From an optimization exercise on the open Yosys and OpenROAD flow, aimed at small area, a short achievable clock period and few clock cycles per item; shortcuts taken in it are not production practice.
Function was checked by simulation only, so behaviour that the tests miss may differ from the original.

==> flow/design.v (outline; a module is shown in full before it is edited, if it fits) <==
// module julia_render: 2504 lines
module julia_render #(
    parameter int H_PIXELS = 64,
    parameter int V_PIXELS = 48,
    parameter int MAX_ITER = 255,
    parameter int FRAC     = 14
) (
    input  logic               clock,
    input  logic               reset,
    input  logic               valid,
    input  logic signed [17:0] c_real,
    input  logic signed [17:0] c_comp,
    input  logic signed [17:0] x,
    input  logic signed [17:0] y,
    input  logic signed [17:0] scale,
    output logic [18:0]        wr_addr,
    output logic [7:0]         wr_data,
    output logic               wr_en,
    input  logic               wr_ready,
    output logic               busy,
    output logic               done
);
  // ...
==> flow/run.sh <==
#!/bin/bash
# synth_recipe.tcl (not shown) runs the flow's synth.tcl, then flattens the netlist and writes it again
# the make line also repeats each setting of config.mk as NAME=value (left out here)
make -C /OpenROAD-flow-scripts/flow DESIGN_CONFIG=/design/flow/config.mk WORK_HOME=/design/flow/orfs CLKGATE_MAP_FILE= SYNTH_SCRIPT=/design/flow/synth_recipe.tcl finish
==> flow/config.mk <==
export PLATFORM = sky130hd
export DESIGN_NAME = julia_render
export DESIGN_NICKNAME = julia_render
export VERILOG_FILES = /design/flow/design.v
export SDC_FILE = /design/flow/constraint.sdc
export NUM_CORES = 4
export LEC_CHECK = 0
export CAP_MARGIN = 20
export CORE_MARGIN = 2
export CORE_UTILIZATION = 40
export SLEW_MARGIN = 20
==> flow/constraint.sdc <==
create_clock -name core_clock -period 12.0 [get_ports {clock}]
set_input_delay 2.4000 -clock core_clock [delete_from_list [all_inputs] [get_ports {clock}]]
set_output_delay 2.4000 -clock core_clock [all_outputs]
set_load 0.01 [all_outputs]
==> impl_metrics.csv, run 1 <==
group,metric,value,unit
clock_tree,ctsResizeCount,0,
synthesis,synth_xor_area_share,6.81,%
synthesis,synthFlopType,"dfxtp_1",
synthesis,synthDistinctLibCells,73,
timing,setup_tns,0,ps
clock_tree,numCtsBuffers,53,
setup_path,r2r-end,"xc_q",
setup_path,reg2reg_depth,16,
setup_path,crit_top_cell,"fa_1",
timing,maxSlewHeadroom,22.5,%
layout,fin_util,45.6,%
status,status,"no timing/DRC/antenna violations",
timing,setup_viol,0,
layout,syn2layout_area_growth,12.7,%
layout,n_all_buffers,161,
route,drt_wl_total,80800,um
grt,grt_usage,19.9,%
layout,fin_nets,3928,
floorplanning,ioPinCount,124,
floorplanning,nWellTaps,1060,
layout,final_cell_mix,"inv_1, fa_1, dfxtp_1",
layout,largest_reg_flops,32,
setup_path,cp_num_cells,16,
layout,fill_cells,7705,
route,wire_per_inst,18.8,um
setup_path,cp.required,12460,ps
synthesis,synth_top_family_by_area,"adder cells",
layout,nFlopsAndLatches,444,
place,port_buffers,116,
place,dp_slack,6910,ps
timing,skew,61.5,ps
route,drcViolationCount,0,
route,ant_nets,0,
Testbench counts, summed over its fixed seeds: cycles 1,337,049, pixels 98,304.
==> run 2: changes to the inputs <==
==> flow/flow/run.sh (new file) <==
#!/bin/bash
set -euo pipefail
bash standard.sh SETUP_SLACK_MARGIN=8 finish > standard_make.log 2>&1
==> flow/standard.sh (new file) <==
#!/bin/bash
# synth_recipe.tcl (not shown) runs the flow's synth.tcl, then flattens the netlist and writes it again
# the make line also repeats each setting of config.mk as NAME=value (left out here)
make -C /OpenROAD-flow-scripts/flow DESIGN_CONFIG=/design/flow/config.mk WORK_HOME=/design/flow/orfs CLKGATE_MAP_FILE= SYNTH_SCRIPT=/design/flow/synth_recipe.tcl "${@:-finish}"
removed: flow/run.sh
==> run 2 against run 1 <==
Still clean on timing, DRC and antenna. Cell area rose by 6.8%. Setup slack improved by 850 ps. Clock skew fell by 23 ps. Worst hold slack improved by 31 ps. Critical path depth rose by 1. Non-clock buffer count rose by 122. Fmax rose by 20%. Die area did not move. Critical endpoint unchanged. Largest cell class unchanged. Highest routed layer unchanged.
==> impl_metrics.csv, run 2 <==
group,metric,value,unit
status,status,"no timing/DRC/antenna violations",
clock_tree,cts.sinks,444,
floorplanning,rows,104,
floorplanning,die_w,290,um
setup_path,cp.required,12490,ps
layout,fill_cells,7302,
setup_path,path_max_fanout,5,
layout,final_common_cell,"inv_1",
floorplanning,core,80700,um^2
setup_path,r2r-end,"xc_q",
synthesis,synthMostInstantiatedCell,"inv_1",
hold_path,hold_path_end,"s0i_q[14]",
grt,grt_pass1_vias,23432,
grt,grt_usage,21.2,%
clock_tree,numCtsBuffers,53,
layout,antenna_cells,0,
clock_tree,cts_tree,"done",
floorplanning,initial_core_util,40.5,%
clock_tree,cts_root_buffer,"clkbuf_16",
hold_path,hold_path.class,"register to register",
route,wire_per_inst,20.0,um
clock_tree,cts_max_level,2,
grt,antenna_found_initial,3,
clock_tree,ctsHoldBuffers,0,
setup_path,critPathKind,"register to register",
setup_path,arrival,4740,ps
layout,multi_input_area,20500,um^2
layout,final_cell_mix,"inv_1, fa_1, dfxtp_1",
synthesis,synthArstFlopShare,2.25,%
route,drt-pass1-iter-count,6,
clock_tree,clk_pin_slew,60,ps
synthesis,synth_top_area_cell,"fa_1",
timing,skew,38.8,ps
flow_run,maxCapViolations,0,
route,drt_wl_total,88400,um
grt,grt_overflow,0,
setup_path,reg2reg_depth,17,
layout,design_area,39300,um^2
synthesis,synth-edff-count,110,
synthesis,synthDistinctLibCells,73,
floorplanning,die_area,83900,um^2
synthesis,synth_warnings,1,
layout,largestRegisters,"eb_q (32), ya_q (31)",
place,dp_slack,6520,ps
timing,worst_pin_slew,971,ps
synthesis,synthFlopType,"dfxtp_1",
layout,largest_reg_flops,32,
grt,grt_max_degree,62,
layout,seq_area,10100,um^2
setup_path,worstReg2RegStart,"zr_q[0]",
timing,maxSlewHeadroom,34.7,%
timing,grt_setup_unrepaired,"true",
route,ant_nets,0,
timing,setup_tns,0,ps
place,port_buffers,116,
route,drcViolationCount,0,
floorplanning,die_height,290,um
floorplanning,ioPinCount,124,
place,place_hpwl,60000,um
clock_tree,cts_buffer_depth,3,
timing,timing.fmax,0.235,GHz
synthesis,ys_ff_latch,444,
synthesis,synthTopCellsByArea,"fa_1, dfxtp_1, edfxtp_1",
synthesis,synth_top_area_share,24.6,%
setup_path,reg2reg_slack,7740,ps
synthesis,synthCells,3123,
synthesis,syn-cell-area,32600,um^2
synthesis,synth_commonest_cells,"inv_1, fa_1, dfxtp_1",
layout,drive_above_1_share,16.5,%
setup_path,worstSetupEndpointType,"register",
route,num_vias,22605,
hold_path,hold_depth,0,
timing,drv_slew,0,
layout,syn2layout_area_growth,20.4,%
place,placed_area,35100,um^2
route,via_per_inst,5.12,
timing,finalWorstSetupSlack,7740,ps
grt,grt_pass1_wl,136000,um
layout,largest-register,"eb_q",
layout,fin_nets,4052,
hold_path,hold_start,"s1i_q[14]",
timing,min_period,4260,ps
setup_path,start_kind,"register",
route,drt_iter0_markers,1402,
clock_tree,insertion_delay,640,ps
synthesis,avgSynthCellArea,10.5,um^2
timing,post-route-period-util,35.5,%
timing,setup_viol,0,
synthesis,synth-seq-area-share,30.8,%
place,routabilityCongestion,0.828,
timing,hold_violations,0,
[run 2: cell types whose count changed in the layout (fill, tap and decap cells not counted), sizes merged]
cell           delta
o21ai             +1
bufinv            +1
nor4              +1
buf             +103
dlygate4sd2       +2
clkinvlp         +16
inv              -12
clkbuf            +3
clkdlybuf4s50     -3
dlymetal6s2s      +1
bufbuf           +12
clkinv            -1
[run 2: how the worst max path moves through the flow]
| stage | depth (start not counted) | end | from | slack, ps |
|---|---|---|---|---|
| CTS | 15 | xc_q | zr_q[7] | 7710 |
| detailed placement | 7 | zr_q[1] | wr_ready | 6520 |
| finish | 17 | xc_q | zr_q[0] | 7740 |
| global placement | 7 | zr_q[1] | wr_ready | 6570 |
| floorplan | 16 | xc_q | zr_q[7] | 7810 |
| global route | 17 | xc_q | zi_q[8] | 7590 |
[run 2: cell type report]
class                      instances  area share, %
multi-input combinational       1998           52.1
sequential                       444           25.8
timing repair buffer             283           8.40
inverter                         534           5.49
clock buffer                      66           3.81
tap                             1060           3.37
clock inverter                    32           1.02
[run 2: repair_timing]
action	CTS	global route
setup endpoints to repair	188	114
cloned	14	7
buffers inserted	78	30
pin swaps	48	52
resized for setup	209	62
[run 2: critical path, cell delays in order (launching register included)]
cell        delay, ps
dfxtp_4           380
clkinvlp_4        170
buf_6             120
nor2_1             40
ha_1              200
fa_1              500
inv_1              50
fa_1              500
inv_2              60
ha_4              150
fa_1              520
inv_1              50
fa_1              470
inv_1              40
ha_2              170
or3_1             360
a221oi_2          230
o21ai_1            80
[run 2: per-layer routing]
| layer | global-route usage [%] | vias up | routed length [um] |
|---|---|---|---|
| met5 | 0 | - | 0 |
| met4 | 6.74 | 0 | 2850 |
| met3 | 2.95 | 161 | 5430 |
| met2 | 35.8 | 733 | 42800 |
| met1 | 28.2 | 11233 | 37300 |
| li1 | - | 10478 | - |
[run 2: cell families (layout without fill, tap and decap cells)]
family                     count (synthesis)  in the layout  share of synthesized area [%]
AOI/OAI and AO/OA                        434            435                           8.97
xor gates and xnor gates                 254            254                           6.81
adders and majority gates                644            644                           33.9
buffers and inverters                    689            915                           8.02
DFF                                      444            444                           30.8
muxes                                     82             82                           2.77
other                                      1              7                         0.0115
and+or+nand+nor                          575            576                           8.73
[run 2: per-stage QoR]
step                      hold WS, ps  util (%)  std cells
after floorplan                   310         -       3129
after detailed placement          312      43.5       4190
after CTS                         309      48.0       4380
final                             312      48.7       4417
after global routing              319      48.7       4417
after global placement            310      43.5       4190

==> re-timing with driven ports <==
In the flow no input, the clock included, has a driving cell. The finished layouts below were timed again as built, in two steps. Step 1 sets driving cells, clkbuf_16 on the clock port and buf_2 on the other inputs (assumed; they add their load-dependent delay and slew). Step 2, shift: input delay + t, output delay - t, t = (earliest + latest rising clock arrival at the registers) / 2. This alone moves slack from input paths to output paths. Three values: ideal ports, drivers, drivers and shift; two values: the first two.
| run | shift t [ns] | slack for setup (ns) | worst setup path after step 2 | worst register clock-pin slew, ns | cell pins on the clock port's net |
|---|---|---|---|---|---|
| run 1 | 0.676 | 6.896 / 6.896 / 6.896 | register to register | 0.07 / 0.07 | 1 |
| run 2 | 0.687 | 7.744 / 7.744 / 7.445 | input to register | 0.07 / 0.07 | 1 |
After both steps setup and hold are still met in every run listed. For run 2, which loses most, drivers alone change the setup slack by 0.000 ns; drivers and shift together by -0.299 ns.
